From an optimization exercise on the open Yosys and OpenROAD flow, aimed at small area; shortcuts taken in it are not production practice. The RTL was checked by simulation tests, not by an equivalence proof against the original design.

==> job 9344: inputs <==
// matrix_store_top
module matrix_store_top (
    input  logic                            clk,
    input  logic                            rst,
    input  logic                            wen_i,
    input  logic                            flush_i,
    input  logic [1:0]                      mode_i,
    input  logic [7:0]                      data_i,
    input  logic [7:0]                      read_id_a_i,
    input  logic [7:0]                      read_id_b_i,
    output logic [207:0]                    mat_a_o,    
    output logic [207:0]                    mat_b_o,
    output logic                            input_done_o,
    output logic                            error_o
);
clock: 14.0 ns
lec_check: 0
cap_margin: 10
core_margin: 2
core_utilization: 45
slew_margin: 10
standard.sh (not shown) runs the stock make flow with config.mk's settings and CLKGATE_MAP_FILE= SYNTH_SCRIPT=/design/flow/synth_recipe.tcl, a recipe that flattens the netlist after the stock synthesis.
==> flow/flow/run.sh <==
#!/bin/bash
# The standard layout (standard.sh: the ORFS flow) with these changes to
# how the layout is made:
#  - synthesis is the standard one (synth_recipe.tcl and ORFS's synth.tcl,
#    same passes, same registers) except that ABC maps the logic with the
#    single-pass area script in flow/abc_area.script instead of ORFS's
#    repeated speed script;
#  - every port still gets a buffer, but the smallest one (buf_1);
#  - the clock tree uses clkbuf_8 with larger sink clusters and no dummy
#    loads;
#  - the constant outputs share one tie cell (its net is buffered by the
#    flow's usual repair) instead of one tie cell per output.
# All tool output goes to logs in this folder: make's in flow_make.log, each
# ORFS step's in orfs/logs/.
set -euo pipefail
W=$(pwd)

sed "s#log_cmd abc {\*}\$abc_args#set abc_args [lreplace \$abc_args 1 1 $W/flow/abc_area.script]\n  log_cmd abc {*}\$abc_args#" \
  "$FLOW_HOME/scripts/synth.tcl" > "$W/own_synth_core.tcl"
grep -q "flow/abc_area.script" "$W/own_synth_core.tcl"
sed "s#source \$::env(SCRIPTS_DIR)/synth.tcl#source $W/own_synth_core.tcl#" \
  "$W/synth_recipe.tcl" > "$W/own_synth.tcl"
grep -q "own_synth_core.tcl" "$W/own_synth.tcl"

export BUFFER_PORTS_ARGS="-buffer_cell sky130_fd_sc_hd__buf_1"
export CTS_ARGS="-sink_clustering_enable -repair_clock_nets -dont_use_dummy_load -buf_list sky130_fd_sc_hd__clkbuf_8 -sink_clustering_size 16 -sink_clustering_max_diameter 60"
export SKIP_REPAIR_TIE_FANOUT=1
bash standard.sh SYNTH_SCRIPT="$W/own_synth.tcl" > flow_make.log 2>&1
==> flow/flow/abc_area.script <==
&get -n
&st
&dch -f
&nf
&put
==> inputs of job 8220, as changes to job 9344 <==
==> flow/flow/abc_area.script (replaced) <==
&get -n
&st
&dch
&nf -R 2000 -C 32
&put
--- a/flow/config.mk
+++ b/flow/config.mk
@@ -7,5 +7,5 @@
 export LEC_CHECK = 0
-export CAP_MARGIN = 10
+export CAP_MARGIN = 20
 export CORE_MARGIN = 2
 export CORE_UTILIZATION = 45
-export SLEW_MARGIN = 10
+export SLEW_MARGIN = 20
==> inputs of job 6632, as changes to job 9344 <==
--- a/flow/config.mk
+++ b/flow/config.mk
@@ -7,5 +7,5 @@
 export LEC_CHECK = 0
-export CAP_MARGIN = 10
+export CAP_MARGIN = 20
 export CORE_MARGIN = 2
 export CORE_UTILIZATION = 45
-export SLEW_MARGIN = 10
+export SLEW_MARGIN = 20
==> qor.yml <==
global_routing:
  grt_usage: 0.303
  use_met3: 0.0628
status:
  outcome: "timing/DRC/antenna clean"
layout:
  final_util: 0.486
  clock_area_frac: 0.0242
  final_cell_mix: "dfxtp_1 (917), a222oi_1 (590), edfxtp_1 (475)"
  final_nets: 5432
worst_setup_path:
  crit_path_end: "u_slot_store.ring_q[11][48]$_DFF_P_"
  worstSetupPathDepth: 25
  crit_start: "u_slot_store.n_used_q[4]$_DFFE_PP0P_"
  required_ns: 14.67
synth:
  synth-xor-area-share: 0.0672
placement:
  dp_cells: 7000
(the above is from job 9344)
==> qor.yml <==
global_routing:
  use_met3: 0.0675
  grt_usage: 0.291
placement:
  dp_cells: 6983
  hpwl_mm: 124
sta:
  setup_slack_ns: 2.89
layout:
  final_nets: 5421
  clock_area_frac: 0.0254
  syn_to_final_growth_pct: 7.50
worst_setup_path:
  endpoint_kind: "flip-flop"
  crit_start: "u_entry_decoder.cols_q[1]$_DFFE_PP_"
  worstSetupPathDepth: 36
synth:
  synth-xor-area-share: 0.0690
status:
  outcome: "timing/DRC/antenna clean"
(the above is from job 8220)
==> qor.yml <==
worst_setup_path:
  crit_path_end: "u_slot_store.ring_q[11][48]$_DFF_P_"
status:
  outcome: "timing/DRC/antenna clean"
layout:
  final_cell_mix: "dfxtp_1 (917), a222oi_1 (590), edfxtp_1 (475)"
  clock_area_frac: 0.0242
  multiInputGateArea_um2: 25100
  final_nets: 5433
  final_util: 0.486
placement:
  dp_cells: 7000
global_routing:
  use_met3: 0.0628
  grt_usage: 0.303
(the above is from job 6632)

## re-timing with driven ports
The flow's constraints put no driver on any port. The routed layouts listed below were extracted and timed again, unchanged, in two steps.
Step 1, drivers: a clkbuf_16 drives clk and a buf_2 each remaining input, both assumed.
Step 2 also shifts input and output timing later by t, the mid clock arrival at the registers, as if the neighbouring blocks saw the same clock.
Slacks: ideal ports / drivers / drivers and shift; pairs: ideal ports / drivers.
| run | t, ns | slack for setup (ns) | cell pins on the clock port's net |
|---|---|---|---|
| job 9344 | 0.895 | 4.256 / 4.256 / 4.256 | 1 |
| job 8220 | 0.889 | 2.886 / 2.886 / 2.886 | 1 |
| job 6632 | 0.896 | 4.266 / 4.266 / 4.266 | 1 |
After both steps setup and hold are still met in every run listed.
